Context: an optimization exercise on an open-source flow, tuned for small area, a short achievable clock period and few clock cycles. The choices shown serve that exercise and are no tape-out recipe.
Function was checked by simulation only, so behaviour that the tests miss may differ from the original.

==> inputs of job 3414 <==
## tpu_top
module tpu_top (
    input  logic           clk,
    input  logic           rst,
    input  logic           start,
    input  logic [31:0]    act_data,
    input  logic [31:0]    weight_data,
    output logic           done,
    output logic           output_valid,
    output logic [511:0]   result
);
clock: 10.0 ns
lec_check: 0
cap_margin: 20
core_margin: 2
core_utilization: 40
slew_margin: 20
standard.sh (not shown) runs the stock make flow with config.mk's settings and CLKGATE_MAP_FILE= SYNTH_SCRIPT=/design/flow/synth_recipe.tcl, a recipe that flattens the netlist after the stock synthesis.
==> flow/flow/run.sh <==
#!/bin/bash
# The standard layout, with two changes to how it is made:
# - timing repair aims below the 10 ns clock period (repair_timing -setup_margin), so that the
#   layout's achieved period is as short as it can be;
# - ports are buffered with buf_2 cells (buffer_ports -buffer_cell) instead of the delay cells
#   buffer_ports picks by itself.
set -euo pipefail
bash standard.sh SETUP_SLACK_MARGIN=6.5 "BUFFER_PORTS_ARGS=-buffer_cell sky130_fd_sc_hd__buf_2" finish > make_finish.log 2>&1
==> job 8297 (differences from job 3414) <==
--- a/flow/design.v
+++ b/flow/design.v
@@ -3561,21 +3561,28 @@
     assign c1742 = (pq[245] & c1708) | (pq[245] & s1709) | (c1708 & s1709);
     assign s1743 = 1'b1 ^ s1711 ^ c1710;
     assign c1744 = (1'b1 & s1711) | (1'b1 & c1710) | (s1711 & c1710);
     assign row_c[54 +: 18] = {1'b1, c1744, c1742, c1740, c1738, c1736, c1734, c1732, c1730, c1728, c1726, c1724, c1722, c1720, c1718, c1716, c1714, s1713} + {1'b0, c1712, s1743, s1741, s1739, s1737, s1735, s1733, s1731, s1729, s1727, s1725, s1723, s1721, s1719, s1717, s1715, s1681};
     always_ff @(posedge clk) begin
         pq <= {c1680, c1678, s1679, s1677, c1676, c1674, s1675, s1673, c1672, c1670, s1671, s1669, c1668, c1666, s1667, s1665, c1664, c1662, s1663, s1661, c1660, c1658, s1659, s1657, c1656, c1654, s1655, s1653, c1652, c1650, s1651, s1649, c1648, c1646, s1647, s1645, c1644, c1642, s1643, s1641, c1640, c1638, s1639, s1637, c1636, c1634, s1635, s1633, c1632, c1630, s1557, s1631, s1629, c1628, pp1418, pp1382, s1627, c1626, pp1417, pp1381, pp1345, s1625, c1244, c1242, s1243, s1241, c1240, c1238, s1239, s1237, c1236, c1234, s1235, s1233, c1232, c1230, s1231, s1229, c1228, c1226, s1227, s1225, c1224, c1222, s1223, s1221, c1220, c1218, s1219, s1217, c1216, c1214, s1215, s1213, c1212, c1210, s1211, s1209, c1208, c1206, s1207, s1205, c1204, c1202, s1203, s1201, c1200, c1198, s1199, s1197, c1196, c1194, s1121, s1195, s1193, c1192, pp982, pp946, s1191, c1190, pp981, pp945, pp909, s1189, c808, c806, s807, s805, c804, c802, s803, s801, c800, c798, s799, s797, c796, c794, s795, s793, c792, c790, s791, s789, c788, c786, s787, s785, c784, c782, s783, s781, c780, c778, s779, s777, c776, c774, s775, s773, c772, c770, s771, s769, c768, c766, s767, s765, c764, c762, s763, s761, c760, c758, s685, s759, s757, c756, pp546, pp510, s755, c754, pp545, pp509, pp473, s753, c372, c370, s371, s369, c368, c366, s367, s365, c364, c362, s363, s361, c360, c358, s359, s357, c356, c354, s355, s353, c352, c350, s351, s349, c348, c346, s347, s345, c344, c342, s343, s341, c340, c338, s339, s337, c336, c334, s335, s333, c332, c330, s331, s329, c328, c326, s327, s325, c324, c322, s249, s323, s321, c320, pp110, pp74, s319, c318, pp109, pp73, pp37, s317};
     end
-    wire shift = |wr;
     always_ff @(posedge clk) begin
-        if (shift) begin
-            res_q <= {row_c[54 +: EW], row_c[36 +: EW], row_c[18 +: EW], row_c[0 +: EW], res_q[16*EW-1:4*EW]};
-            sgn_q <= {row_c[71], row_c[53], row_c[35], row_c[17], sgn_q[15:4]};
+        for (int r = 0; r < 4; r++) begin
+            if (wr[r]) res_q[(r*4+0)*EW +: EW] <= row_c[0*RW +: EW];
+            if (wr[r]) res_q[(r*4+1)*EW +: EW] <= row_c[1*RW +: EW];
+            if (wr[r]) res_q[(r*4+2)*EW +: EW] <= row_c[2*RW +: EW];
+            if (wr[r]) res_q[(r*4+3)*EW +: EW] <= row_c[3*RW +: EW];
         end
-        sgn_o <= accept ? 16'd0 : shift ? {row_c[71], row_c[53], row_c[35], row_c[17], sgn_q[15:4]} : sgn_q;
+    end
+    always_ff @(posedge clk) begin
+        for (int r = 0; r < 4; r++)
+            for (int j = 0; j < 4; j++) begin
+                if (wr[r]) sgn_q[r*4+j] <= row_c[j*RW + RW-1];
+                sgn_o[r*4+j] <= accept ? 1'b0 : wr[r] ? row_c[j*RW + RW-1] : sgn_q[r*4+j];
+            end
     end
     always_comb begin
         for (int e = 0; e < 16; e++) begin
             result[e*32 +: EW] = res_q[e*EW +: EW];
             result[e*32 + EW +: 32-EW] = {(32-EW){sgn_o[e]}};
         end
     end
==> flow/flow/run.sh (replaced) <==
#!/bin/bash
# The standard layout, with two changes to how it is made:
# - timing repair aims below the 10 ns clock period (repair_timing -setup_margin), so that the
#   layout's achieved period is as short as it can be;
# - ports are buffered with buf_2 cells (buffer_ports -buffer_cell) instead of the delay cells
#   buffer_ports picks by itself.
set -euo pipefail
bash standard.sh SETUP_SLACK_MARGIN=6.8 "BUFFER_PORTS_ARGS=-buffer_cell sky130_fd_sc_hd__buf_2" finish > make_finish.log 2>&1
==> run summary <==
item                                                               job 8297    job 3414
Result of the run                          no timing/DRC/antenna violations  no timing/DRC/antenna violations
Worst-Skew Late Latency                                             0.68 ns     0.69 ns
Final routed wirelength across all metal layers                   165000 um   146000 um
Sequential Area                                                  19000 um^2  18900 um^2
Crit. path cell count                                                    10           8
Worst-case clock skew                                             0.0274 ns   0.0471 ns
Termination of the worst setup path                                 pq[105]     pq[163]
Slew margin rel.                                                      28.5%       20.6%
Share of post-route cells with drive strength above 1                 31.3%       20.8%
Buffering stage count on the worst path with inverters included           4           2
Max frequency                                                       297 MHz     292 MHz
Required time of the critical path                                 10.62 ns    10.52 ns
Final worst slack                                                   6.63 ns     6.57 ns
Dpl ws                                                              5.95 ns     5.50 ns
Fraction of the mapped netlist area in compound gates                 10.5%       10.2%
Area of all placed cells without fillers                         61300 um^2  54600 um^2
CTS Buf Count                                                            84          90
Testbench counts of job 3414, summed over its fixed seeds: cycles 3,520.
Testbench counts of job 8297, summed over its fixed seeds: cycles 3,520.

* * *

==> run P: inputs <==
Another version of the RTL of tpu_top (not shown whole).
Settings: LEC_CHECK=0, CAP_MARGIN=20, CORE_MARGIN=2, CORE_UTILIZATION=40, SLEW_MARGIN=20; clock period 10.0 ns.
==> flow/flow/run.sh <==
#!/bin/bash
# The standard layout, with these changes to how it is made:
# - after the standard synthesis, flow/fixinv.py removes inverters between full adders by
#   flipping full adders (a full adder with all inputs complemented gives complemented
#   outputs); registers and all other cells are kept as synthesis made them;
# - timing repair aims below the 10 ns clock period (repair_timing -setup_margin), so that the
#   layout's achieved period is as short as it can be;
# - ports are buffered with buf_2 cells (buffer_ports -buffer_cell) instead of the delay cells
#   buffer_ports picks by itself;
# - clock tree sink clusters of up to 20 flip-flops within 100 um (fewer clock buffers).
set -euo pipefail
ARGS=(SETUP_SLACK_MARGIN=6.7 "BUFFER_PORTS_ARGS=-buffer_cell sky130_fd_sc_hd__buf_2" CTS_CLUSTER_SIZE=20 CTS_CLUSTER_DIAMETER=100)
R=orfs/results/sky130hd/tpu_top/base
bash standard.sh "${ARGS[@]}" synth > make_synth.log 2>&1
cp $R/1_2_yosys.v $R/1_2_yosys_standard.v
python3 flow/fixinv.py $R/1_2_yosys_standard.v $R/1_2_yosys.v > fixinv.log 2>&1
rm -f $R/1_synth.odb $R/1_synth.sdc
bash standard.sh "${ARGS[@]}" finish > make_finish.log 2>&1
Other scripts of this flow, unchanged in this note and not shown: flow/flow/fixinv.py
==> run X: changes against run P <==
--- a/flow/flow/run.sh
+++ b/flow/flow/run.sh
@@ -9,7 +9,7 @@
 #   buffer_ports picks by itself;
 # - clock tree sink clusters of up to 20 flip-flops within 100 um (fewer clock buffers).
 set -euo pipefail
-ARGS=(SETUP_SLACK_MARGIN=6.7 "BUFFER_PORTS_ARGS=-buffer_cell sky130_fd_sc_hd__buf_2" CTS_CLUSTER_SIZE=20 CTS_CLUSTER_DIAMETER=100)
+ARGS=(SETUP_SLACK_MARGIN=6.5 "BUFFER_PORTS_ARGS=-buffer_cell sky130_fd_sc_hd__buf_2" CTS_CLUSTER_SIZE=20 CTS_CLUSTER_DIAMETER=100)
 R=orfs/results/sky130hd/tpu_top/base
 bash standard.sh "${ARGS[@]}" synth > make_synth.log 2>&1
 cp $R/1_2_yosys.v $R/1_2_yosys_standard.v
==> run summary <==
| metric | run X | run P |
|---|---|---|
| Status | complete, no violations | complete, no violations |
| # resized after CTS | 17 | 166 |
| Area used by multi-input combinational logic | 24000 µm² | 24200 µm² |
| Number of fill cells in the layout | 10800 | 10600 |
| Transition time at the pin with the least slew margin | 1.14 ns | 1.09 ns |
| Peak clock frequency supported by timing | 291 MHz | 300 MHz |
| Clock buffers created by TritonCTS | 46 | 47 |
| CP max FO | 36 | 8 |
| Routed via count divided by cell count | 5.35 | 5.39 |
| Clock network contribution to total cell area | 2.93% | 2.84% |
| Worst Path Required | 10.53 ns | 8.00 ns |
| Detailed placer's ending HPWL | 92.7 mm | 91.1 mm |
Testbench counts of run P, summed over its fixed seeds: cycles 3,520.
Testbench counts of run X, summed over its fixed seeds: cycles 3,520.

## what the ideal ports hide
In the flow no input, the clock included, has a driving cell. The finished layouts below were timed again as built, in two steps.
Step 1: set_driving_cell puts a clkbuf_16 on clk and a buf_2 on each other input, an assumption about the parent block.
Step 2 adds t to the input delays and takes it off the output delays; t is the mean of the earliest and latest rising clock arrival at the registers after step 1. Input paths then give back, and output paths get back, about the clock's delay inside the block.
Slacks: no drivers / after step 1 / after step 2; pairs: no drivers / after step 1.
run	t, ns	setup WS [ns]	worst setup path at the end	worst data-port slew with drivers (ns)	cell pins on the clock port's net
job 3414	0.742	6.569 / 6.543 / 6.485	input to register	0.14	1
job 8297	0.740	6.631 / 6.620 / 6.500	input to register	0.21	1
run P	0.710	6.662 / 6.607 / 6.560	input to register	0.20	1
run X	0.709	6.566 / 6.541 / 6.566	register to register	0.21	1
After both steps setup and hold are still met in every run listed. The setup slack of job 8297, which loses most, moves by -0.011 ns with the drivers and by -0.131 ns with both steps.
